This design comes from an exercise in tuning for a short achievable clock period and few clock cycles per item on the open sky130 flow, not from production work.
No run shown here included a check of the RTL's function; only the layout flow was run.
No activity file was given, so power comes from the tool's default toggle rates.

`flow/config.mk`:
```
export PLATFORM = sky130hd
export DESIGN_NAME = rip_relative_displacement_relocator_unit
export DESIGN_NICKNAME = rip_relative_displacement_relocator_unit
export VERILOG_FILES = /design/flow/design.v
export SDC_FILE = /design/flow/constraint.sdc
export NUM_CORES = 4
export LEC_CHECK = 0
export ABC_CLOCK_PERIOD_IN_PS = 2000
export CAP_MARGIN = 20
export CORE_MARGIN = 2
export CORE_UTILIZATION = 60
export SETUP_SLACK_MARGIN = 4.2
export SLEW_MARGIN = 20
```
`flow/constraint.sdc`:
```
create_clock -name core_clock -period 6.3 [get_ports {i_clk}]
set_input_delay 1.2600 -clock core_clock [delete_from_list [all_inputs] [get_ports {i_clk}]]
set_output_delay 1.2600 -clock core_clock [all_outputs]
set_load 0.01 [all_outputs]
```
`flow/design.v`:
```
package rrdr_pkg;
    localparam int LINE_DEPTH = 6;
    localparam int OUT_DEPTH = 8;
    localparam logic [7:0] REG_OPCODE_FIRST  = 8'd0;
    localparam logic [7:0] REG_OPCODE_SECOND = 8'd1;
    localparam logic [7:0] REG_OPCODE_THIRD  = 8'd2;
    localparam logic [7:0] REG_TWO_BYTE_MODE = 8'd3;
    localparam logic [7:0] REG_LOAD_BASE     = 8'd4;
    localparam logic [7:0] REG_WINDOW_START  = 8'd5;
    localparam logic [7:0] REG_WINDOW_LENGTH = 8'd6;
    localparam logic [7:0] REG_DEST_START    = 8'd7;
    localparam logic [7:0]  RST_OPCODE_FIRST  = 8'h48;
    localparam logic [7:0]  RST_OPCODE_SECOND = 8'h8D;
    localparam logic [7:0]  RST_OPCODE_THIRD  = 8'h05;
    localparam logic        RST_TWO_BYTE_MODE = 1'b0;
    localparam logic [31:0] RST_LOAD_BASE     = 32'h0060_0000;
    localparam logic [31:0] RST_WINDOW_START  = 32'h0000_0000;
    localparam logic [26:0] RST_WINDOW_LENGTH = 27'd0;
    localparam logic [31:0] RST_DEST_START    = 32'h00E0_0000;
    localparam logic [2:0] NEED_TWO   = 3'd6;
    localparam logic [2:0] NEED_THREE = 3'd7;
endpackage
module rrdr_scan (
    input  logic       i_two_byte_mode,
    input  logic       i_full,           
    input  logic [2:0] i_h0_eq,          
    input  logic [1:0] i_h1_eq,          
    input  logic       i_h2_eq,          
    input  logic [2:0] i_skip,           
    input  logic [2:0] i_hist,           
    output logic       o_match,          
    output logic [3:0] o_tag,            
    output logic [2:0] o_skip,           
    output logic [2:0] o_hist            
);
    logic cand;
    always_comb begin
        if (i_two_byte_mode) begin
            cand = i_h1_eq[0] & i_h0_eq[1];
        end else begin
            cand = i_h2_eq & i_h1_eq[1] & i_h0_eq[2];
        end
        o_match = cand & i_full & (i_skip == 3'd0);
        if (i_skip != 3'd0) begin
            o_skip = i_skip - 3'd1;
        end else if (o_match) begin
            o_skip = i_two_byte_mode ? 3'd5 : 3'd6;
        end else begin
            o_skip = 3'd0;
        end
        o_tag  = {i_hist, o_match};
        o_hist = {i_hist[1:0], o_match};
    end
endmodule
module rrdr_sum2 (
    input  logic        i_clk,
    input  logic [31:0] i_a,
    input  logic [31:0] i_b,
    input  logic        i_cin,
    output logic [31:0] o_sum
);
    logic [7:0] r_s [4];
    logic [3:0] r_g;
    logic [3:0] p;
    logic [3:0] cin;
    always_ff @(posedge i_clk) begin
        for (int j = 0; j < 4; j++) begin
            {r_g[j], r_s[j]} <= {1'b0, i_a[8*j +: 8]} + {1'b0, i_b[8*j +: 8]} +
                                {8'd0, (j == 0) ? i_cin : 1'b0};
        end
    end
    always_comb begin
        for (int j = 0; j < 4; j++) begin
            p[j] = &r_s[j];
        end
        cin[0] = 1'b0;
        cin[1] = r_g[0];
        cin[2] = r_g[1] | (p[1] & r_g[0]);
        cin[3] = r_g[2] | (p[2] & r_g[1]) | (p[2] & p[1] & r_g[0]);
    end
    always_ff @(posedge i_clk) begin
        for (int j = 0; j < 4; j++) begin
            o_sum[8*j +: 8] <= r_s[j] + {7'd0, cin[j]};
        end
    end
endmodule
module rip_relative_displacement_relocator_unit #(
    parameter int POSITION_BITS = 26
) (
    input  logic               i_clk,
    input  logic               i_rst_n,
    input  logic               i_in_valid,
    output logic               i_in_ready,
    input  logic [7:0]         i_in_byte,
    input  logic               i_in_last,
    output logic               o_out_valid,
    input  logic               o_out_ready,
    output logic [7:0]         o_out_byte,
    output logic               o_out_last,
    input  logic               i_cfg_valid,
    output logic               i_cfg_ready,
    input  logic [7:0]         i_cfg_index,
    input  logic [31:0]        i_cfg_value
);
    localparam int LD = rrdr_pkg::LINE_DEPTH;
    localparam int OD = rrdr_pkg::OUT_DEPTH;
    logic r_run;           
    always_ff @(posedge i_clk) begin
        r_run <= i_rst_n;
    end
    logic [7:0]  r_opc_first;
    logic [7:0]  r_opc_second;
    logic [7:0]  r_opc_third;
    logic        r_two_byte;
    logic [31:0] r_win_start;
    logic [26:0] r_win_len;
    logic [31:0] r_off_base;
    logic [31:0] r_disp_base;
    logic [31:0] disp_base;
    logic        r_cfg_busy;
    logic [2:0]  r_cfg_step;
    logic        r_cfg_ready;
    logic [7:0]  r_cfg_sel;         
    logic [3:0]  r_cfg_nib;         
    logic        r_cfg_oy, r_cfg_oc;    
    logic        r_cfg_dy, r_cfg_dc;    
    logic        w_load, w_start, w_dest;
    logic [3:0]  off_a, off_b, off_c, disp_a, disp_b, disp_c;
    logic [3:0]  off_m, disp_m;
    logic [4:0]  off_sum, disp_sum;
    logic [7:0]  cfg_sel;
    assign i_cfg_ready = r_cfg_ready;
    assign disp_base   = r_disp_base;
    assign w_load  = r_cfg_sel[rrdr_pkg::REG_LOAD_BASE];
    assign w_start = r_cfg_sel[rrdr_pkg::REG_WINDOW_START];
    assign w_dest  = r_cfg_sel[rrdr_pkg::REG_DEST_START];
    always_comb begin
        for (int i = 0; i < 8; i++) begin
            cfg_sel[i] = (i_cfg_index == 8'(i));
        end
        off_a  = w_start ? r_off_base[3:0]  : r_cfg_nib;
        off_b  = w_start ? r_win_start[3:0] : ~r_win_start[3:0];
        off_c  = w_start ? ~r_cfg_nib       : ((r_cfg_step == 3'd0) ? 4'd4 : 4'd0);
        disp_a = w_start ? r_disp_base[3:0] : r_cfg_nib;
        disp_b = w_start ? r_win_start[3:0] : ~r_win_start[3:0];
        disp_c = w_start ? ~r_cfg_nib       : 4'd0;
        off_m    = (off_a & off_b) | (off_a & off_c) | (off_b & off_c);
        disp_m   = (disp_a & disp_b) | (disp_a & disp_c) | (disp_b & disp_c);
        off_sum  = {1'b0, off_a ^ off_b ^ off_c} + {1'b0, off_m[2:0], r_cfg_oy} + {4'd0, r_cfg_oc};
        disp_sum = {1'b0, disp_a ^ disp_b ^ disp_c} + {1'b0, disp_m[2:0], r_cfg_dy} + {4'd0, r_cfg_dc};
    end
    always_ff @(posedge i_clk) begin
        if (!i_rst_n) begin
            r_cfg_busy  <= 1'b0;
            r_cfg_step  <= 3'd0;
            r_cfg_ready <= 1'b0;
        end else if (!r_cfg_busy) begin
            r_cfg_busy  <= i_cfg_valid;
            r_cfg_step  <= 3'd0;
            r_cfg_ready <= 1'b0;
        end else begin
            r_cfg_busy  <= (r_cfg_step != 3'd7);
            r_cfg_step  <= r_cfg_step + 3'd1;
            r_cfg_ready <= (r_cfg_step == 3'd6);
        end
    end
    always_ff @(posedge i_clk) begin
        if (!r_cfg_busy) begin
            r_cfg_sel <= cfg_sel;
            r_cfg_nib <= i_cfg_value[3:0];
            r_cfg_oy  <= 1'b1;
            r_cfg_oc  <= 1'b0;
            r_cfg_dy  <= 1'b1;
            r_cfg_dc  <= 1'b0;
        end else begin
            r_cfg_nib <= i_cfg_value[4*(r_cfg_step + 3'd1) +: 4];
            r_cfg_oy  <= off_m[3];
            r_cfg_oc  <= off_sum[4];
            r_cfg_dy  <= disp_m[3];
            r_cfg_dc  <= disp_sum[4];
        end
    end
    always_ff @(posedge i_clk) begin
        if (!i_rst_n) begin
            r_opc_first  <= rrdr_pkg::RST_OPCODE_FIRST;
            r_opc_second <= rrdr_pkg::RST_OPCODE_SECOND;
            r_opc_third  <= rrdr_pkg::RST_OPCODE_THIRD;
            r_two_byte   <= rrdr_pkg::RST_TWO_BYTE_MODE;
            r_win_start  <= rrdr_pkg::RST_WINDOW_START;
            r_win_len    <= rrdr_pkg::RST_WINDOW_LENGTH;
            r_off_base   <= rrdr_pkg::RST_LOAD_BASE - rrdr_pkg::RST_WINDOW_START + 32'd4;
            r_disp_base  <= rrdr_pkg::RST_DEST_START - rrdr_pkg::RST_WINDOW_START;
        end else if (r_cfg_busy) begin
            if (r_cfg_step == 3'd0) begin
                if (r_cfg_sel[rrdr_pkg::REG_OPCODE_FIRST])  r_opc_first  <= i_cfg_value[7:0];
                if (r_cfg_sel[rrdr_pkg::REG_OPCODE_SECOND]) r_opc_second <= i_cfg_value[7:0];
                if (r_cfg_sel[rrdr_pkg::REG_OPCODE_THIRD])  r_opc_third  <= i_cfg_value[7:0];
                if (r_cfg_sel[rrdr_pkg::REG_TWO_BYTE_MODE]) r_two_byte   <= i_cfg_value[0];
                if (r_cfg_sel[rrdr_pkg::REG_WINDOW_LENGTH]) r_win_len    <= i_cfg_value[26:0];
            end
            r_win_start <= {w_start ? r_cfg_nib : r_win_start[3:0], r_win_start[31:4]};
            r_off_base  <= {(w_load || w_start) ? off_sum[3:0] : r_off_base[3:0], r_off_base[31:4]};
            r_disp_base <= {(w_dest || w_start) ? disp_sum[3:0] : r_disp_base[3:0], r_disp_base[31:4]};
        end
    end
    logic       r_in_ready;
    logic       r_iv;
    logic [7:0] r_ib;
    logic       r_il;
    logic       in_go;
    logic [2:0] in_eq;
    assign i_in_ready = r_in_ready;
    assign in_go      = i_in_valid & r_in_ready;
    always_ff @(posedge i_clk) begin
        r_iv <= in_go;
        r_ib <= i_in_byte;
        r_il <= i_in_last;
    end
    assign in_eq = {r_ib == r_opc_third, r_ib == r_opc_second, r_ib == r_opc_first};
    logic [LD-1:0] r_lv;             
    logic [7:0]    r_lb  [LD];
    logic [LD-1:0] r_ll;             
    logic [2:0]    r_le  [LD];       
    logic [LD-1:0] n_lv;
    logic [7:0]    n_lb  [LD];
    logic [LD-1:0] n_ll;
    logic [2:0]    n_le  [LD];
    logic [2:0]               r_h0;
    logic [1:0]               r_h1;
    logic                     r_h2;
    logic [2:0]               r_skip;
    logic [2:0]               r_hist;
    logic [3:0] r_credit;
    logic       r_pop;
    logic       r_rel;           
    logic       rel;
    logic       full4;
    logic       match;
    logic [3:0] tag;
    logic [2:0] scan_skip;
    logic [2:0] scan_hist;
    assign rel   = r_rel;
    assign full4 = r_lv[3] & ~r_ll[0] & ~r_ll[1] & ~r_ll[2];
    rrdr_scan u_scan (
        .i_two_byte_mode (r_two_byte),
        .i_full          (full4),
        .i_h0_eq         (r_h0),
        .i_h1_eq         (r_h1),
        .i_h2_eq         (r_h2),
        .i_skip          (r_skip),
        .i_hist          (r_hist),
        .o_match         (match),
        .o_tag           (tag),
        .o_skip          (scan_skip),
        .o_hist          (scan_hist)
    );
    logic [LD-1:0] s_lv, h_lv;
    logic [7:0]    s_lb  [LD];
    logic [LD-1:0] s_ll, h_ll;
    logic [2:0]    s_le  [LD];
    logic [7:0]    h_lb  [LD];
    logic [2:0]    h_le  [LD];
    always_comb begin
        for (int i = 0; i < LD; i++) begin
            if (i + 1 < LD && r_lv[(i + 1) % LD]) begin
                s_lv[i] = 1'b1;
                s_lb[i] = r_lb[(i + 1) % LD];
                s_ll[i] = r_ll[(i + 1) % LD];
                s_le[i] = r_le[(i + 1) % LD];
            end else begin
                s_lv[i] = r_iv & r_lv[i];
                s_lb[i] = r_ib;
                s_ll[i] = r_il;
                s_le[i] = in_eq;
            end
            if (r_lv[i]) begin
                h_lv[i] = 1'b1;
                h_lb[i] = r_lb[i];
                h_ll[i] = r_ll[i];
                h_le[i] = r_le[i];
            end else begin
                h_lv[i] = r_iv & (i == 0 || r_lv[(i + LD - 1) % LD]);
                h_lb[i] = r_ib;
                h_ll[i] = r_il;
                h_le[i] = in_eq;
            end
        end
        for (int i = 0; i < LD; i++) begin
            n_lv[i] = rel ? s_lv[i] : h_lv[i];
            n_lb[i] = rel ? s_lb[i] : h_lb[i];
            n_ll[i] = rel ? s_ll[i] : h_ll[i];
            n_le[i] = rel ? s_le[i] : h_le[i];
        end
    end
    logic s_ready, h_ready;
    logic s_credit_ok, h_credit_ok;
    assign s_ready = s_lv[3] | (s_lv[0] & s_ll[0]) | (s_lv[1] & s_ll[1]) | (s_lv[2] & s_ll[2]);
    assign h_ready = h_lv[3] | (h_lv[0] & h_ll[0]) | (h_lv[1] & h_ll[1]) | (h_lv[2] & h_ll[2]);
    assign s_credit_ok = (r_credit + {3'd0, r_pop}) != 4'd1;
    assign h_credit_ok = (r_credit + {3'd0, r_pop}) != 4'd0;
    always_ff @(posedge i_clk) begin
        for (int i = 0; i < LD; i++) begin
            r_lb[i] <= n_lb[i];
            r_le[i] <= n_le[i];
        end
        r_ll <= n_ll;
        if (!r_run) begin
            r_lv  <= '0;
            r_rel <= 1'b0;
        end else begin
            r_lv  <= n_lv;
            r_rel <= rel ? (s_ready & s_credit_ok) : (h_ready & h_credit_ok);
        end
    end
    always_ff @(posedge i_clk) begin
        if (!r_run) begin
            r_in_ready <= 1'b0;
        end else if (in_go) begin
            r_in_ready <= ~n_lv[LD-2];
        end else begin
            r_in_ready <= ~n_lv[LD-1];
        end
    end
    logic        r_first;
    logic [31:0] r_run_base;
    always_ff @(posedge i_clk) begin
        if (!r_run) begin
            r_h0    <= '0;
            r_h1    <= '0;
            r_h2    <= 1'b0;
            r_skip  <= '0;
            r_hist  <= '0;
            r_first <= 1'b1;
        end else if (rel) begin
            r_first <= r_ll[0];
            if (r_ll[0]) begin
                r_h0   <= '0;
                r_h1   <= '0;
                r_h2   <= 1'b0;
                r_skip <= '0;
                r_hist <= '0;
            end else begin
                r_h0   <= r_le[0];
                r_h1   <= r_h0[1:0];
                r_h2   <= r_h1[0];
                r_skip <= scan_skip;
                r_hist <= scan_hist;
            end
        end
    end
    always_ff @(posedge i_clk) begin
        if (rel) begin
            r_run_base <= r_ll[0] ? r_off_base : (r_run_base + 32'd1);
        end else if (r_first) begin
            r_run_base <= r_off_base;
        end
    end
    logic        r_k_v;
    logic [3:0]  r_kc_g, r_kc_p;
    logic [7:0]  r_kt_g, r_kt_p;
    logic        r_k_y32;
    logic        r_hit;
    logic [31:0] disp_now;
    logic [31:0] len_inv;
    logic [31:0] cs_x;
    logic [32:0] cs_y;
    logic [31:0] tg, tp, cg, cp;
    logic [3:0]  kc_g, kc_p;
    logic [7:0]  kt_g, kt_p;
    function automatic [1:0] group8(input logic [7:0] g, input logic [7:0] p);
        logic [3:0] g2, p2;
        logic [1:0] g4, p4;
        for (int i = 0; i < 4; i++) begin
            g2[i] = g[2*i+1] | (p[2*i+1] & g[2*i]);
            p2[i] = p[2*i+1] & p[2*i];
        end
        for (int i = 0; i < 2; i++) begin
            g4[i] = g2[2*i+1] | (p2[2*i+1] & g2[2*i]);
            p4[i] = p2[2*i+1] & p2[2*i];
        end
        group8 = {g4[1] | (p4[1] & g4[0]), p4[1] & p4[0]};
    endfunction
    function automatic [1:0] group4(input logic [3:0] g, input logic [3:0] p);
        logic [1:0] g2, p2;
        for (int i = 0; i < 2; i++) begin
            g2[i] = g[2*i+1] | (p[2*i+1] & g[2*i]);
            p2[i] = p[2*i+1] & p[2*i];
        end
        group4 = {g2[1] | (p2[1] & g2[0]), p2[1] & p2[0]};
    endfunction
    assign disp_now = {r_lb[3], r_lb[2], r_lb[1], r_lb[0]};
    assign len_inv  = {5'h1F, ~r_win_len};
    always_comb begin
        cs_x = r_run_base ^ disp_now ^ len_inv;
        cs_y = {(r_run_base & disp_now) | (r_run_base & len_inv) | (disp_now & len_inv), 1'b1};
        tg   = cs_x & cs_y[31:0];
        tp   = cs_x | cs_y[31:0];
        cg   = r_run_base & disp_now;
        cp   = r_run_base | disp_now;
        for (int j = 0; j < 8; j++) begin
            {kt_g[j], kt_p[j]} = group4(tg[4*j +: 4], tp[4*j +: 4]);
        end
        for (int j = 0; j < 4; j++) begin
            {kc_g[j], kc_p[j]} = group8(cg[8*j +: 8], cp[8*j +: 8]);
        end
    end
    always_ff @(posedge i_clk) begin
        r_kc_g  <= kc_g;
        r_kc_p  <= kc_p;
        r_kt_g  <= kt_g;
        r_kt_p  <= kt_p;
        r_k_y32 <= cs_y[32];
        if (!r_run) begin
            r_k_v <= 1'b0;
        end else begin
            r_k_v <= rel & match;
        end
    end
    logic       c32, ct32;
    logic [1:0] kt_all;
    always_comb begin
        c32  = r_kc_g[3] | (r_kc_p[3] & (r_kc_g[2] | (r_kc_p[2] & (r_kc_g[1] | (r_kc_p[1] & r_kc_g[0])))));
        kt_all = group8(r_kt_g, r_kt_p);
        ct32   = kt_all[1];
    end
    always_ff @(posedge i_clk) begin
        if (r_k_v) begin
            r_hit <= c32 ? ~(r_k_y32 & ct32) : ~(r_k_y32 | ct32);
        end
    end
    logic       r_pc_first, r_pc_next, r_pc_sel;
    logic       carry_in;
    logic [8:0] sum_first, sum_next;
    logic [7:0] base_next;
    logic [7:0] patch_byte;
    always_comb begin
        case (1'b1)
            r_hist[0]: base_next = disp_base[15:8];
            r_hist[1]: base_next = disp_base[23:16];
            default:   base_next = disp_base[31:24];
        endcase
        carry_in    = r_pc_sel ? r_pc_first : r_pc_next;
        sum_first   = {1'b0, r_lb[0]} + {1'b0, disp_base[7:0]};
        sum_next    = {1'b0, r_lb[0]} + {1'b0, base_next} + {8'd0, carry_in};
        patch_byte  = match ? sum_first[7:0] : sum_next[7:0];
    end
    always_ff @(posedge i_clk) begin
        if (rel) begin
            r_pc_first <= sum_first[8];
            r_pc_next  <= sum_next[8];
            r_pc_sel   <= match;
        end
    end
    logic [1:0] r_dv;
    logic [7:0] r_db [2];            
    logic [7:0] r_dp [2];            
    logic [1:0] r_dl;
    logic [1:0] r_dx;                
    always_ff @(posedge i_clk) begin
        r_db[0] <= r_lb[0];
        r_dp[0] <= patch_byte;
        r_dl[0] <= r_ll[0];
        r_dx[0] <= |tag;
        r_db[1] <= r_db[0];
        r_dp[1] <= r_dp[0];
        r_dl[1] <= r_dl[0];
        r_dx[1] <= r_dx[0];
        if (!r_run) begin
            r_dv <= '0;
        end else begin
            r_dv <= {r_dv[0], rel};
        end
    end
    logic [7:0] fix_byte;
    assign fix_byte = (r_dx[1] && r_hit) ? r_dp[1] : r_db[1];
    logic [8:0] r_fe [OD];           
    logic [3:0] r_wp, r_rp;
    logic       wen;
    logic [8:0] wdata;
    logic       pop;
    logic [3:0] wp_next, rp_inc;
    logic [8:0] head_keep, head_take;
    logic       ne_keep, ne_take;
    logic       r_out_valid;
    logic [8:0] r_out;
    assign wen       = r_dv[1];
    assign wdata     = {r_dl[1], fix_byte};
    assign pop       = r_out_valid & o_out_ready;
    assign wp_next   = r_wp + {3'd0, wen};
    assign rp_inc    = r_rp + 4'd1;
    assign head_keep = (wen && r_wp[2:0] == r_rp[2:0])  ? wdata : r_fe[r_rp[2:0]];
    assign head_take = !r_out_valid ? head_keep :
                       (wen && r_wp[2:0] == rp_inc[2:0]) ? wdata : r_fe[rp_inc[2:0]];
    assign ne_keep   = (wp_next != r_rp);
    assign ne_take   = r_out_valid ? (wp_next != rp_inc) : ne_keep;
    always_ff @(posedge i_clk) begin
        if (wen) begin
            r_fe[r_wp[2:0]] <= wdata;
        end
        if (!r_run) begin
            r_wp  <= '0;
            r_rp  <= '0;
            r_pop <= 1'b0;
        end else begin
            r_wp  <= wp_next;
            r_rp  <= (o_out_ready && r_out_valid) ? rp_inc : r_rp;
            r_pop <= pop;
        end
    end
    always_ff @(posedge i_clk) begin
        if (!r_run) begin
            r_credit <= 4'(OD);
        end else begin
            r_credit <= r_credit - {3'd0, rel} + {3'd0, r_pop};
        end
    end
    always_ff @(posedge i_clk) begin
        if (!i_rst_n || !r_run) begin
            r_out_valid <= 1'b0;
        end else begin
            r_out_valid <= o_out_ready ? ne_take : ne_keep;
        end
        r_out <= o_out_ready ? head_take : head_keep;
    end
    assign o_out_valid = r_out_valid;
    assign o_out_byte  = r_out[7:0];
    assign o_out_last  = r_out[8];
endmodule
```
`flow/run.sh`:
```
#!/bin/bash
# synth_recipe.tcl (not shown) runs the flow's synth.tcl, then flattens the netlist and writes it again
# the make line also repeats each setting of config.mk as NAME=value (left out here)
make -C /OpenROAD-flow-scripts/flow DESIGN_CONFIG=/design/flow/config.mk WORK_HOME=/design/flow/orfs CLKGATE_MAP_FILE= SYNTH_SCRIPT=/design/flow/synth_recipe.tcl finish
```
==> impl_metrics.json, run 1 <==
{
  "status": "complete, no violations",
  "vias": 15800,
  "ir_drop_mv": 0.236,
  "fp.dieW_um": 199,
  "netlist_top_cells_area": "dfxtp_1 (30%), edfxtp_1 (17%), mux2i_1 (7.8%), ha_1 (5.7%), nand2_1 (4.3%)",
  "globalplace.congestion": 0.870,
  "cpPeakStageDelay_ns": 0.41,
  "ant_nets": 0,
  "drv_slew": 0,
  "track_usage_pct": 26.7,
  "drt-initial-drc-count": 984,
  "placed_cell_area_um2": 23900,
  "synthTopCellsByCount": "dfxtp_1 (342), nand2_1 (261), mux2i_1 (179)",
  "critPathLaunch": "r_cfg_sel[5]",
  "fillCellCount": 2768,
  "worstPathMaxFanout": 6,
  "hold_slack_ns": 0.319,
  "vias_per_cell": 5.54,
  "critPathBufInv": 2,
  "clk_transition_reported_paths_ns": 0.06,
  "wl_mm": 52.5,
  "rsz0062_at_grt": "yes",
  "cp-end-kind": "flop",
  "max_slew.worst_pin.slew_ns": 1.04,
  "reg2reg_depth": 11,
  "boundaryPins": 66,
  "clock-sinks": 469,
  "netlist_area_um2": 22900,
  "seqCellArea_um2": 10700,
  "multi_input_area_um2": 11800,
  "syn_nets": 2389,
  "htree_num_levels": 2,
  "synth_cells": 2192,
  "min_path_type": "reg2reg",
  "die_h_um": 199,
  "critPathArrivalTime_ns": 3.02,
  "cts-root-buf": "clkbuf_16",
  "ys_ff_latch": 469,
  "die_area_um2": 39700,
  "grt_max_degree": 108,
  "drc": 0,
  "cp_top_family": "adder cells",
  "fin_area_um2": 26900,
  "post-route-period-util_pct": 40.3,
  "insertion_delay_ns": 0.59,
  "p_per_area_nw_per_um2": 338,
  "r2r-start": "r_cfg_sel[5]",
  "worst_path_max_delay_cell": "edfxtp_1",
  "holdCritStartpoint": "r_dx[0]",
  "synth_edf_count": 127,
  "hold_viol": 0,
  "cts_buffers": 49,
  "clockBufferDepth": 3,
  "slew_headroom_pct": 30.4,
  "synth.largest_area_cell": "dfxtp_1",
  "p_total_w": 0.00910,
  "async_reset_ff_share_pct": 0,
  "fmax_ghz": 0.394,
  "drv_cap": 0,
  "tns_ns": 0,
  "critPathLaunchType": "flop",
  "regToRegSetupSlack_ns": 3.76,
  "syn_avg_cell_area_um2": 10.4,
  "antenna_found_initial": 0,
  "cp_data_required_time_ns": 6.78,
  "hold_path_end": "r_dx[1]",
  "cts_tree": "done",
  "grt_pass1_wl_mm": 82.6,
  "ctsHoldBuffers": 0,
  "core_area_um2": 37600,
  "synth_cell_types": 69,
  "synth_ff_type": "dfxtp_1",
  "area_growth_pct": 17.7,
  "path_cells": "buf_6, nand2b_4, nand2_4, ha_4, xor2_2, fa_2, fa_2, buf_6, nor2b_4, o311ai_4, o211a_1",
  "first_global_vias": 15500,
  "wire_per_inst_um": 18.5,
  "power.leakage_nw": 10.3,
  "ys_seq_area_share_pct": 46.6,
  "critPathKind": "reg2reg",
  "yosys_warnings": 12,
  "r2r-end": "r_off_base[30]",
  "grt-ovfl-total": 0,
  "drtPass1Iterations": 5,
  "yosys.area.top_type_share_pct": 29.9,
  "dp_hpwl_mm": 35.3,
  "numPortBuffers": 65,
  "synth.most_common_cell": "dfxtp_1",
  "drive_above_1_share_pct": 17.7,
  "num_rows": 71,
  "hold_depth": 0,
  "skew_ns": 0.0123,
  "start_util_pct": 60.9,
  "setup_viol": 0,
  "fin_nets": 2491,
  "fin_crit_ns": 2.54
}
## kinds of logic (layout without fill, tap and decap cells)
| family | Yosys count | count (layout) | synth area share [%] |
|---|---|---|---|
| AO/OA/AOI/OAI | 348 | 348 | 9.10 |
| buffers and inverters | 259 | 400 | 4.34 |
| flip-flops | 469 | 469 | 46.6 |
| AND/OR/NAND/NOR | 611 | 611 | 13.1 |
| multiplexers | 259 | 259 | 13.7 |
| adder cells (fa/ha/maj) | 147 | 147 | 9.28 |
| XOR/XNOR | 99 | 99 | 3.82 |
| other | 0 | 1 | 0 |
## flip-flops by register name, indices dropped and copies added, names as in the netlist, 9 cells and up, named ones only
register     count
r_db            16
r_disp_base     32
r_dp            16
r_fe            72
r_lb            48
r_le            18
r_off_base      32
r_out            9
r_run_base      32
r_win_len       27
r_win_start     32
## layout make-up
type	instances	area share (%)
multi-input combinational	1464	43.8
clock inverter	23	0.758
timing repair buffer	164	5.66
clock buffer	67	5.54
tap	511	2.38
antenna	1	0.00930
sequential	469	39.8
timing repair inverter	1	0.0279
inverter	145	2.06
## report_power, final
part,switching (W),leakage (nW),internal [W]
registers,0.000406,4.08,0.00358
logic,0.00113,5.41,0.00101
clock network,0.00123,0.846,0.00175
## cell usage in the layout, fill, tap and decap left out, drive strengths merged, types with 6 or more instances in the layout
cell type | synthesis | routed
nor2 | 86 | 86
o22ai | 11 | 11
mux4 | 40 | 40
a22oi | 10 | 10
nand3 | 27 | 27
clkbuf | 80 | 67
a21o | 6 | 6
nor4 | 14 | 14
nor3 | 15 | 15
mux2 | 40 | 40
xor2 | 43 | 43
and3 | 11 | 11
ha | 104 | 104
fa | 39 | 39
o41ai | 8 | 8
clkdlybuf4s50 | 0 | 44
edfxtp | 127 | 127
mux2i | 179 | 179
and2 | 29 | 29
nor3b | 6 | 6
inv | 144 | 143
or4 | 8 | 8
nor2b | 120 | 120
a21boi | 48 | 48
nand4 | 7 | 7
clkinvlp | 0 | 6
nand2 | 261 | 261
o21ai | 131 | 131
o21bai | 7 | 7
xnor2 | 56 | 56
buf | 34 | 112
nand2b | 16 | 16
a21oi | 92 | 92
clkinv | 1 | 18
dfxtp | 342 | 342
## timing repair
action / CTS / global route
hold endpoints to repair: 0 / 0
buffers inserted: 55 / 31
gates cloned: 2 / 0
gates resized for setup: 167 / 64
pin swaps: 37 / 43
endpoints found under the setup margin: 228 / 157
## metrics by stage
| step | std cells | worst slack (ns) | util, % |
|---|---|---|---|
| 2_1_floorplan | 2192 | 3.79 | - |
| 3_3_place_gp | 2666 | 3.12 | 63.6 |
| 3_5_place_dp | 2666 | 3.03 | 63.6 |
| 4_1_cts | 2813 | 3.84 | 70.3 |
| 5_1_grt | 2844 | 3.69 | 71.6 |
| 6_report | 2845 | 3.76 | 71.6 |
## worst max path at each step
stage	to	slack [ns]	cells after the start
after floorplan	r_off_base[30]	3.79	10
after global placement	r_out[7]	3.12	8
after detailed placement	r_out[7]	3.03	8
after CTS	r_off_base[30]	3.84	9
after global routing	r_off_base[30]	3.69	11
final	r_off_base[30]	3.76	11
## layer usage
| layer | share of wire, % | vias up | routed length (um) | track usage [%] |
|---|---|---|---|---|
| met1 | 45 | 7597 | 23700 | 36.0 |
| met5 | 0 | - | 0 | 0 |
| met2 | 47 | 345 | 24700 | 43.7 |
| met3 | 4.3 | 101 | 2270 | 3.34 |
| met4 | 3.6 | 0 | 1870 | 11.0 |
| li1 | - | 7712 | - | - |
==> inputs of run 2 (changes only) <==
--- a/flow/config.mk
+++ b/flow/config.mk
@@ -11,2 +11,4 @@
 export CORE_UTILIZATION = 60
+export CTS_CLUSTER_DIAMETER = 500
+export CTS_CLUSTER_SIZE = 20
 export SETUP_SLACK_MARGIN = 4.2
==> run 2 against run 1 <==
Net effect: wire length shrank 4.3%; sequential power about the same; first-iteration DRC count fell by 17%; setup slack improved by 0.019 ns; critical path type unchanged.
==> impl_metrics.json, run 2 <==
{
  "slew_headroom_pct": 33.8,
  "netlist_area_um2": 22900,
  "syn_avg_cell_area_um2": 10.4,
  "first_global_vias": 15000,
  "synth_cell_types": 69,
  "dp_hpwl_mm": 35.3,
  "tns_ns": 0,
  "grt-ovfl-total": 0,
  "drc": 0,
  "drv_slew": 0,
  "cp_data_required_time_ns": 6.81,
  "max_slew.worst_pin.slew_ns": 0.989,
  "synth_ff_type": "dfxtp_1",
  "synth.largest_area_cell": "dfxtp_1",
  "fillCellCount": 2931,
  "htree_num_levels": 1,
  "cts_buffers": 27,
  "wl_mm": 50.3,
  "cp_common_cell": "inv_1",
  "start_util_pct": 60.9,
  "ir_drop_mv": 0.260,
  "hold_viol": 0,
  "drive_above_1_share_pct": 14.6,
  "clk_transition_reported_paths_ns": 0.08,
  "combPwrFrac_pct": 26.6,
  "setup_viol": 0,
  "globalplace.congestion": 0.870,
  "ys_seq_area_share_pct": 46.6,
  "fmax_ghz": 0.397,
  "final_cells": 2792,
  "p_switching_w": 0.00246,
  "post-route-period-util_pct": 40.0,
  "fp.dieW_um": 199,
  "cts-root-buf": "clkbuf_16",
  "yosys.area.top_type_share_pct": 29.9,
  "yosys_warnings": 12,
  "power.leakage_nw": 9.80,
  "cp-end-kind": "flop",
  "final_util_pct": 68.6,
  "synth_cells": 2192,
  "post-place-ws_ns": 3.03,
  "grt_pass1_wl_mm": 79.6,
  "worst_path_max_delay_cell": "fa_1",
  "synth_edf_count": 127,
  "fin_nets": 2461,
  "numPortBuffers": 65,
  "ys_ff_latch": 469,
  "largest_register_ffs": 72,
  "skew_ns": 0.0265,
  "insertion_delay_ns": 0.58,
  "setup_slack_ns": 3.78,
  "most-common-layout-cells": "dfxtp_1 (320), nand2_1 (256), mux2i_1 (177)",
  "boundaryPins": 66,
  "drtPass1Iterations": 5,
  "core_area_um2": 37600,
  "vias_per_cell": 5.51,
  "netlist_top_cells_area": "dfxtp_1 (30%), edfxtp_1 (17%), mux2i_1 (7.8%), ha_1 (5.7%), nand2_1 (4.3%)",
  "track_usage_pct": 25.4,
  "n_antenna_cell": 0,
  "worstPathMaxFanout": 12,
  "fin_crit_ns": 2.52,
  "grt_max_degree": 108,
  "synth.most_common_cell": "dfxtp_1",
  "critPathKind": "reg2reg",
  "dp_cells": 2666,
  "final_common_cell": "dfxtp_1",
  "die_h_um": 199,
  "power.internal_w": 0.00536,
  "vias": 15400,
  "status": "complete, no violations",
  "die_area_um2": 39700,
  "wire_per_inst_um": 18.0,
  "p_per_area_nw_per_um2": 303,
  "cpPeakStageDelay_ns": 0.51,
  "p_total_w": 0.00782,
  "min_path_type": "reg2reg",
  "critPathArrivalTime_ns": 3.03,
  "drt-initial-drc-count": 818,
  "clkPwrFrac_pct": 22.7,
  "clockBufferDepth": 3,
  "antenna_found_initial": 0,
  "drv_cap": 0,
  "num_rows": 71,
  "rsz0062_at_grt": "yes",
  "synthTopCellsByCount": "dfxtp_1 (342), nand2_1 (261), mux2i_1 (179)",
  "async_reset_ff_share_pct": 0,
  "switching_share_pct": 31.5,
  "ant_nets": 0,
  "clock-sinks": 469,
  "syn_nets": 2389,
  "critPathLaunchType": "flop",
  "power_frac_seq_pct": 50.7,
  "area_growth_pct": 12.7,
  "cts_tree": "done",
  "path_cells": "inv_1, ha_1, inv_1, o31a_1, fa_1, inv_1, ha_4, nor2b_2, o311ai_2, o211a_1"
}
run 2: cell counts after synthesis:
Identical to the previous run, type by type.
run 2: what timing repair did:
action,in CTS,in global routing
hold buffers,0,0
pin swaps,30,44
endpoints found under the hold margin,0,0
buffers inserted,41,37
gates resized for setup,141,62
endpoints found under the setup margin,228,123
cloned,2,0
run 2: cell families (layout without fill, tap and decap cells):
| kind of cell | after synthesis | count (layout) | share of synthesized area (%) |
|---|---|---|---|
| simple gates | 611 | 611 | 13.1 |
| mux | 259 | 259 | 13.7 |
| xor+xnor | 99 | 99 | 3.82 |
| buf+inv | 259 | 348 | 4.34 |
| fa+ha+maj | 147 | 147 | 9.28 |
| compound gates | 348 | 348 | 9.10 |
| flops | 469 | 469 | 46.6 |
run 2: path summary, 6_finish.rpt:
path                               startpoint        endpoint  slack (ns)  cells past startpoint
worst min register to register     r_db[0][4]      r_db[1][4]        0.33                      0
worst min-delay path               r_db[0][4]      r_db[1][4]        0.33                      0
worst max-delay path            r_cfg_step[1]  r_off_base[30]        3.78                     10
worst max register to register  r_cfg_step[1]  r_off_base[30]        3.78                     10
run 2: layer usage:
metal | track usage (%) | wire length [um] | part of all wire, %
met5 | 0 | 0 | 0
met4 | 8.32 | 1440 | 2.9
met3 | 2.67 | 2120 | 4.2
met2 | 42.3 | 23800 | 47
met1 | 35.0 | 22900 | 46
run 2: power by group through the flow:
stage / logic, W / registers (W) / clock network [W]
finish: 0.00208 / 0.00397 / 0.00178
global route: 0.00235 / 0.00402 / 0.00194
CTS: 0.00196 / 0.00398 / 0.00183
detailed placement: 0.00175 / 0.00410 / 0
global placement: 0.00170 / 0.00409 / 0
floorplan: 0.00141 / 0.00387 / 0
run 2: final cells by class:
cell class                      instances  area [um^2]  share of cell area, %
Clock buffer                           45          743                   2.88
Tap cell                              511          639                   2.48
Timing Repair Buffer                  156         1460                   5.65
Clock inverter                          1         16.3                 0.0631
Timing Repair inverter                  1         7.51                 0.0291
Sequential cell                       469        10700                   41.5
Inverter                              145          556                   2.15
Multi-Input combinational cell       1464        11700                   45.2
run 2: metrics by stage:
stage	hold WS, ns	cell area, um^2
after floorplan	0.310	23000
after global placement	0.310	23900
after detailed placement	0.312	23900
after CTS	0.330	25300
after global routing	0.337	25800
final	0.329	25800
run 2: worst max-delay path, delay by kind of cell (launching register included):
family          cells  cell delay [ns]
simple gates        1             0.17
compound gates      3             0.79
flops               1             0.40
fa+ha+maj           3             0.88
buf+inv             3             0.23
==> inputs of run 3 (changes only) <==
--- a/flow/design.v
+++ b/flow/design.v
@@ -122,2 +122,3 @@
     logic        r_cfg_ready;
+    logic        r_cfg_first;       
     logic [7:0]  r_cfg_sel;         
@@ -142,3 +143,3 @@
         off_b  = w_start ? r_win_start[3:0] : ~r_win_start[3:0];
-        off_c  = w_start ? ~r_cfg_nib       : ((r_cfg_step == 3'd0) ? 4'd4 : 4'd0);
+        off_c  = w_start ? ~r_cfg_nib       : {1'b0, r_cfg_first, 2'b00};
         disp_a = w_start ? r_disp_base[3:0] : r_cfg_nib;
@@ -156,2 +157,3 @@
             r_cfg_ready <= 1'b0;
+            r_cfg_first <= 1'b0;
         end else if (!r_cfg_busy) begin
@@ -160,2 +162,3 @@
             r_cfg_ready <= 1'b0;
+            r_cfg_first <= 1'b1;
         end else begin
@@ -164,2 +167,3 @@
             r_cfg_ready <= (r_cfg_step == 3'd6);
+            r_cfg_first <= 1'b0;
         end
@@ -193,3 +197,3 @@
         end else if (r_cfg_busy) begin
-            if (r_cfg_step == 3'd0) begin
+            if (r_cfg_first) begin
                 if (r_cfg_sel[rrdr_pkg::REG_OPCODE_FIRST])  r_opc_first  <= i_cfg_value[7:0];
@@ -434,3 +438,2 @@
     logic [7:0] base_next;
-    logic [7:0] patch_byte;
     always_comb begin
@@ -444,3 +447,2 @@
         sum_next    = {1'b0, r_lb[0]} + {1'b0, base_next} + {8'd0, carry_in};
-        patch_byte  = match ? sum_first[7:0] : sum_next[7:0];
     end
@@ -455,3 +457,5 @@
     logic [7:0] r_db [2];            
-    logic [7:0] r_dp [2];            
+    logic [7:0] r_dpf, r_dpn;        
+    logic       r_dpm;               
+    logic [7:0] r_dp;
     logic [1:0] r_dl;
@@ -460,3 +464,5 @@
         r_db[0] <= r_lb[0];
-        r_dp[0] <= patch_byte;
+        r_dpf   <= sum_first[7:0];
+        r_dpn   <= sum_next[7:0];
+        r_dpm   <= match;
         r_dl[0] <= r_ll[0];
@@ -464,3 +470,3 @@
         r_db[1] <= r_db[0];
-        r_dp[1] <= r_dp[0];
+        r_dp    <= r_dpm ? r_dpf : r_dpn;
         r_dl[1] <= r_dl[0];
@@ -474,3 +480,3 @@
     logic [7:0] fix_byte;
-    assign fix_byte = (r_dx[1] && r_hit) ? r_dp[1] : r_db[1];
+    assign fix_byte = (r_dx[1] && r_hit) ? r_dp : r_db[1];
     logic [8:0] r_fe [OD];           
==> run 3 against run 2 <==
Net effect: sequential power grew 3%; setup slack lost 0.052 ns; via count grew 2.2%; global-route usage grew 0.19 points; final cell count grew 0.29%; area after synthesis grew 1.4%; largest cell class unchanged.
==> impl_metrics.json, run 3 <==
{
  "worstPathMaxFanout": 5,
  "slew_headroom_pct": 32.4,
  "switching_share_pct": 31.7,
  "ys_seq_area_share_pct": 46.8,
  "die_area_um2": 40300,
  "clk_transition_reported_paths_ns": 0.08,
  "post-route-period-util_pct": 40.8,
  "area_growth_pct": 12.1,
  "post-place-ws_ns": 3.19,
  "wl_met2_mm": 24.7,
  "final_util_pct": 67.8,
  "grt-ovfl-total": 0,
  "syn_nets": 2404,
  "core_area_um2": 38400,
  "most-common-layout-cells": "dfxtp_1 (330), nand2_1 (253), mux2i_1 (177)",
  "drive_above_1_share_pct": 14.0,
  "grt_max_degree": 79,
  "synth_cells": 2208,
  "skew_ns": 0.0219,
  "n_antenna_cell": 0,
  "largest_register_ffs": 72,
  "hold_viol": 0,
  "vias_per_cell": 5.62,
  "track_usage_pct": 25.6,
  "die_h_um": 201,
  "netlist_area_um2": 23200,
  "cp_data_required_time_ns": 6.83,
  "hold_slack_ns": 0.329,
  "power.leakage_nw": 9.81,
  "status": "complete, no violations",
  "rsz0062_at_grt": "yes",
  "ctsHoldBuffers": 0,
  "critPathArrivalTime_ns": 3.10,
  "synth_cell_types": 66,
  "cts_buffers": 27,
  "max_slew.worst_pin.slew_ns": 1.01,
  "drv_cap": 0,
  "critPathKind": "reg2reg",
  "min_path_type": "reg2reg",
  "htree_num_levels": 1,
  "combPwrFrac_pct": 26.5,
  "numPortBuffers": 65,
  "top_layer": "met4",
  "fin_crit_ns": 2.57,
  "synth.largest_area_cell": "dfxtp_1",
  "power.internal_w": 0.00546,
  "syn_avg_cell_area_um2": 10.5,
  "wl_met3_mm": 2.49,
  "insertion_delay_ns": 0.59,
  "ant_nets": 0,
  "cp-end-kind": "flop",
  "drt-initial-drc-count": 955,
  "clock-sinks": 479,
  "ys_ff_latch": 479,
  "netlist_top_cells_area": "dfxtp_1 (30%), edfxtp_1 (16%), mux2i_1 (7.6%), ha_1 (5.6%), nand2_1 (4.2%)",
  "num_rows": 72,
  "boundaryPins": 66,
  "wl_mm": 52.1,
  "drv_slew": 0,
  "first_global_vias": 15300,
  "async_reset_ff_share_pct": 0,
  "globalplace.congestion": 0.848,
  "dp_hpwl_mm": 35.8,
  "ir_drop_mv": 0.224,
  "wire_per_inst_um": 18.6,
  "vias": 15700,
  "power_frac_seq_pct": 50.9,
  "m1WireLength_mm": 23.8,
  "critPathLaunchType": "flop",
  "setup_slack_ns": 3.73,
  "setup_viol": 0,
  "drc": 0,
  "yosys.area.top_type_share_pct": 30.4,
  "fmax_ghz": 0.389,
  "start_util_pct": 60.4,
  "antenna_found_initial": 0,
  "drtPass1Iterations": 5,
  "yosys_warnings": 11,
  "p_switching_w": 0.00254,
  "placed_cell_area_um2": 24200,
  "p_per_area_nw_per_um2": 307,
  "synth.most_common_cell": "dfxtp_1",
  "clkPwrFrac_pct": 22.6,
  "cts_tree": "done",
  "fp.dieW_um": 201,
  "tns_ns": 0,
  "clockBufferDepth": 3,
  "synthTopCellsByCount": "dfxtp_1 (352), nand2_1 (258), mux2i_1 (177)",
  "synth_ff_type": "dfxtp_1",
  "fin_area_um2": 26000,
  "cts-root-buf": "clkbuf_16",
  "fin_nets": 2460,
  "synth_edf_count": 127,
  "final_common_cell": "dfxtp_1",
  "grt_pass1_wl_mm": 82.8
}
-- run 3: cell types whose count changed in the layout (fill, tap and decap cells not counted), moves of 5 or more --
cell,delta
a21oi_1,-17
buf_4,-10
buf_6,-6
dfxtp_1,+10
inv_1,+6
mux2_2,+11
nand4_1,+7
nor2b_1,+6
nor4_1,+5
nor4_4,+5
o21ai_0,-8
or4_1,-6
-- run 3: metrics by stage --
step / cells / power, W
floorplan: 2208 / 0.00539
global placement: 2685 / 0.00592
detailed placement: 2685 / 0.00599
CTS: 2764 / 0.00786
global route: 2800 / 0.00848
finish: 2800 / 0.00800
-- run 3: logic make-up after synthesis --
family / synth area share (%)
multiplexers: 14.0
buffers and inverters: 4.40
adder cells (fa/ha/maj): 9.09
XOR/XNOR: 3.65
AO/OA/AOI/OAI: 8.85
AND/OR/NAND/NOR: 13.2
flip-flops: 46.8
-- run 3: timing repair --
action / in CTS / in global routing
gates resized for setup: 112 / 81
cloned: 1 / 2
setup buffers: 31 / 34
endpoints found under the setup margin: 222 / 149
pin swaps: 16 / 27
hold endpoints to repair: 0 / 0
-- run 3: power groups by stage --
stage	combinational, W	clock, W	sequential, W
floorplan	0.00143	0	0.00396
global placement	0.00172	0	0.00420
detailed placement	0.00178	0	0.00421
CTS	0.00194	0.00184	0.00408
global route	0.00239	0.00196	0.00413
finish	0.00212	0.00181	0.00407
-- run 3: worst max-delay path: stages (launching register included) --
cell and delay [ns]:
edfxtp_1 0.47, buf_6 0.19, nand2_2 0.07, nand2_2 0.06
ha_4 0.25, xor2_2 0.18, fa_2 0.39, fa_2 0.37
nor2b_4 0.13, o311ai_2 0.24, o211a_1 0.17
-- run 3: layout make-up --
| class | count | area [um^2] |
|---|---|---|
| clock buffers | 46 | 747 |
| clock inverters | 1 | 8.76 |
| fillers | 3009 | 12400 |
| inverters | 147 | 556 |
| multi-input cells | 1464 | 11800 |
| flip-flops and latches | 479 | 10900 |
| well taps | 518 | 648 |
| repair buffers | 144 | 1380 |
| repair inverters | 1 | 5.00 |
-- run 3: path summary, 6_finish.rpt --
check        cells past startpoint        endpoint          from  slack [ns]
max                             10  r_off_base[30]  r_cfg_sel[5]        3.73
min                              0      r_db[1][2]    r_db[0][2]        0.33
max reg2reg                     10  r_off_base[30]  r_cfg_sel[5]        3.73
min reg2reg                      0      r_db[1][2]    r_db[0][2]        0.33
-- run 3: per-layer routing --
layer	vias up	track usage, %
li1	7668	-
met5	-	0
met2	355	43.1
met1	7647	35.6
met3	53	2.99
met4	0	6.16
==> inputs of run 4 (changes only) <==
--- a/flow/config.mk
+++ b/flow/config.mk
@@ -10,3 +10,3 @@
 export CORE_MARGIN = 2
-export CORE_UTILIZATION = 60
+export CORE_UTILIZATION = 50
 export CTS_CLUSTER_DIAMETER = 500
==> run 4 against run 3 <==
Net effect: setup slack gained 0.067 ns; maximum frequency grew 2.7%; critical path depth is the same; hold slack gained 0.0016 ns; sequential share of layout area shrank 0.13 points; critical endpoint unchanged; still clean on timing, DRC and antenna; highest routed layer unchanged; cell area grew 0.35%; combinational power is essentially flat; clock skew grew 0.011 ns.
==> impl_metrics.json, run 4 <==
{
  "drive_above_1_share_pct": 14.2,
  "cts-root-buf": "clkbuf_16",
  "most-common-layout-cells": "dfxtp_1 (327), nand2_1 (253), mux2i_1 (176)",
  "drc": 0,
  "setup_slack_ns": 3.80,
  "vias_per_cell": 5.38,
  "min_path_type": "reg2reg",
  "critPathArrivalTime_ns": 3.03,
  "cp_top_family": "adder cells",
  "synth.largest_area_cell": "dfxtp_1",
  "ys_seq_area_share_pct": 46.8,
  "cts_buffers": 27,
  "drv_cap": 0,
  "synth_edf_count": 127,
  "setup_viol": 0,
  "syn_nets": 2404,
  "area_growth_pct": 12.5,
  "rsz0062_at_grt": "yes",
  "netlist_area_um2": 23200,
  "hold_viol": 0,
  "yosys.area.top_type_share_pct": 30.4,
  "status": "complete, no violations",
  "power.leakage_nw": 9.83,
  "critPathKind": "reg2reg",
  "ctsHoldBuffers": 0,
  "synth.most_common_cell": "dfxtp_1",
  "post-place-ws_ns": 3.16,
  "holdCritStartpoint": "r_db[0][1]",
  "hold_depth": 0,
  "grt_max_degree": 89,
  "largest_register_ffs": 72,
  "grt-ovfl-total": 0,
  "dp_hpwl_mm": 37.1,
  "path_cells": "inv_1, nand2_1, nand2_2, ha_4, xor2_1, fa_2, fa_2, nor2b_1, o311ai_1, o211a_1",
  "vias": 15500,
  "fin_crit_ns": 2.50,
  "cp-end-kind": "flop",
  "numPortBuffers": 65,
  "ant_nets": 0,
  "reg2reg_depth": 10,
  "syn_avg_cell_area_um2": 10.5,
  "critPathBufInv": 1,
  "start_util_pct": 50.9,
  "track_usage_pct": 22.3,
  "htree_num_levels": 1,
  "yosys_warnings": 11,
  "netlist_top_cells_area": "dfxtp_1 (30%), edfxtp_1 (16%), mux2i_1 (7.6%), ha_1 (5.6%), nand2_1 (4.2%)",
  "slew_headroom_pct": 29.4,
  "r2r-start": "r_cfg_sel[5]",
  "critPathLaunch": "r_cfg_sel[5]",
  "first_global_vias": 15300,
  "final_common_cell": "dfxtp_1",
  "wl_mm": 53.3,
  "seqCellArea_um2": 10900,
  "synth_cell_types": 66,
  "fmax_ghz": 0.399,
  "die_area_um2": 48100,
  "tns_ns": 0,
  "post-route-period-util_pct": 39.8,
  "grt_pass1_wl_mm": 85.0,
  "fin_nets": 2457,
  "fp.dieW_um": 219,
  "boundaryPins": 66,
  "worst_path_max_delay_cell": "edfxtp_1",
  "max_slew.worst_pin.slew_ns": 1.06,
  "clk_transition_reported_paths_ns": 0.08,
  "worstSetupPathDepth": 10,
  "ys_ff_latch": 479,
  "fillCellCount": 3868,
  "drt-initial-drc-count": 937,
  "globalplace.congestion": 0.855,
  "async_reset_ff_share_pct": 0,
  "critPathLaunchType": "flop",
  "cp_data_required_time_ns": 6.83,
  "die_h_um": 219,
  "synth_cells": 2208,
  "drv_slew": 0,
  "final_util_pct": 57.3,
  "cpPeakStageDelay_ns": 0.48,
  "worstPathMaxFanout": 4,
  "p_total_w": 0.00798,
  "synth_ff_type": "dfxtp_1",
  "drtPass1Iterations": 5,
  "wire_per_inst_um": 18.5,
  "skew_ns": 0.0330,
  "cts_tree": "done",
  "p_per_area_nw_per_um2": 306,
  "cp_common_cell": "fa_2",
  "antenna_found_initial": 2,
  "num_rows": 78,
  "insertion_delay_ns": 0.59,
  "multi_input_area_um2": 11800,
  "synthTopCellsByCount": "dfxtp_1 (352), nand2_1 (258), mux2i_1 (177)",
  "core_area_um2": 45600,
  "clockBufferDepth": 3,
  "ir_drop_mv": 0.192,
  "clock-sinks": 479
}
## run 4: path summary, 6_finish.rpt
path,slack [ns],to
max,3.80,r_off_base[30]
min,0.33,r_db[1][1]
max reg2reg,3.80,r_off_base[30]
min reg2reg,0.33,r_db[1][1]
## run 4: routing by layer
layer	share of wire (%)	up-vias	GRT usage, %
met2	47	269	36.8
met4	1.9	0	5.02
met1	47	7522	31.6
met5	0	-	0
met3	3.8	62	2.70
li1	-	7648	-
## run 4: area by class of cell
class | instances | area share [%]
clock buffer | 47 | 2.88
tap | 600 | 2.88
multi-input combinational | 1464 | 45.1
timing repair buffer | 141 | 5.18
sequential | 479 | 41.8
antenna | 1 | 0.00959
timing repair inverter | 1 | 0.0288
inverter | 147 | 2.13
## run 4: timing repair
| action | CTS | global route |
|---|---|---|
| gates resized for setup | 136 | 83 |
| pin swaps | 25 | 31 |
| endpoints found under the hold margin | 0 | 0 |
| cloned | 3 | 0 |
| setup buffers | 33 | 29 |
| endpoints found under the setup margin | 251 | 97 |
## run 4: logic make-up after synthesis
group	count (synthesis)	share of synthesized area, %
and+or+nand+nor	621	13.2
AOI/OAI and AO/OA	334	8.85
DFF	479	46.8
xor gates and xnor gates	95	3.65
buffers and inverters	265	4.40
muxes	268	14.0
adders and majority gates	146	9.09
## run 4: report_power, final
group / internal, W / total (W) / switching (W)
registers: 0.00365 / 0.00408 / 0.000434
clock network: 0.000810 / 0.00181 / 0.000996
logic: 0.000983 / 0.00209 / 0.00111
total: 0.00544 / 0.00798 / 0.00254
## run 4: per-stage QoR
stage | std cells | area, um^2 | hold WS, ns
after CTS | 2850 | 25600 | 0.327
after detailed placement | 2767 | 24300 | 0.312
final | 2880 | 26100 | 0.330
after global routing | 2879 | 26100 | 0.335
after global placement | 2767 | 24300 | 0.310
after floorplan | 2208 | 23300 | 0.310

-- port drivers added, routing unchanged --
How much do the figures lean on ideal ports? The routed layouts below were timed once more, with nothing changed but the port constraints. Step 1 assumes that a clkbuf_16 drives the clock port and a buf_2 every other input. Step 2, shift: input delay + t, output delay - t, t = (earliest + latest rising clock arrival at the registers) / 2. This alone moves slack from input paths to output paths. a / b / c = no drivers / after step 1 / after step 2; a / b = the first two.
| run | shift t [ns] | setup slack, ns | worst hold slack (ns) | latest minus earliest clock arrival (ns) | worst register clock-pin slew, ns |
|---|---|---|---|---|---|
| run 1 | 0.649 | 3.762 / 3.762 / 3.595 | 0.319 / 0.319 / 0.319 | 0.016 / 0.015 | 0.06 / 0.06 |
| run 2 | 0.625 | 3.780 / 3.780 / 3.603 | 0.329 / 0.329 / 0.329 | 0.031 / 0.031 | 0.09 / 0.09 |
| run 3 | 0.633 | 3.728 / 3.728 / 3.634 | 0.329 / 0.329 / 0.329 | 0.022 / 0.023 | 0.10 / 0.10 |
| run 4 | 0.629 | 3.796 / 3.796 / 3.638 | 0.330 / 0.330 / 0.330 | 0.035 / 0.035 | 0.09 / 0.09 |
After both steps every run listed still meets setup and hold. The setup slack of run 2, which loses most, moves by 0.000 ns with the drivers and by -0.177 ns with both steps.
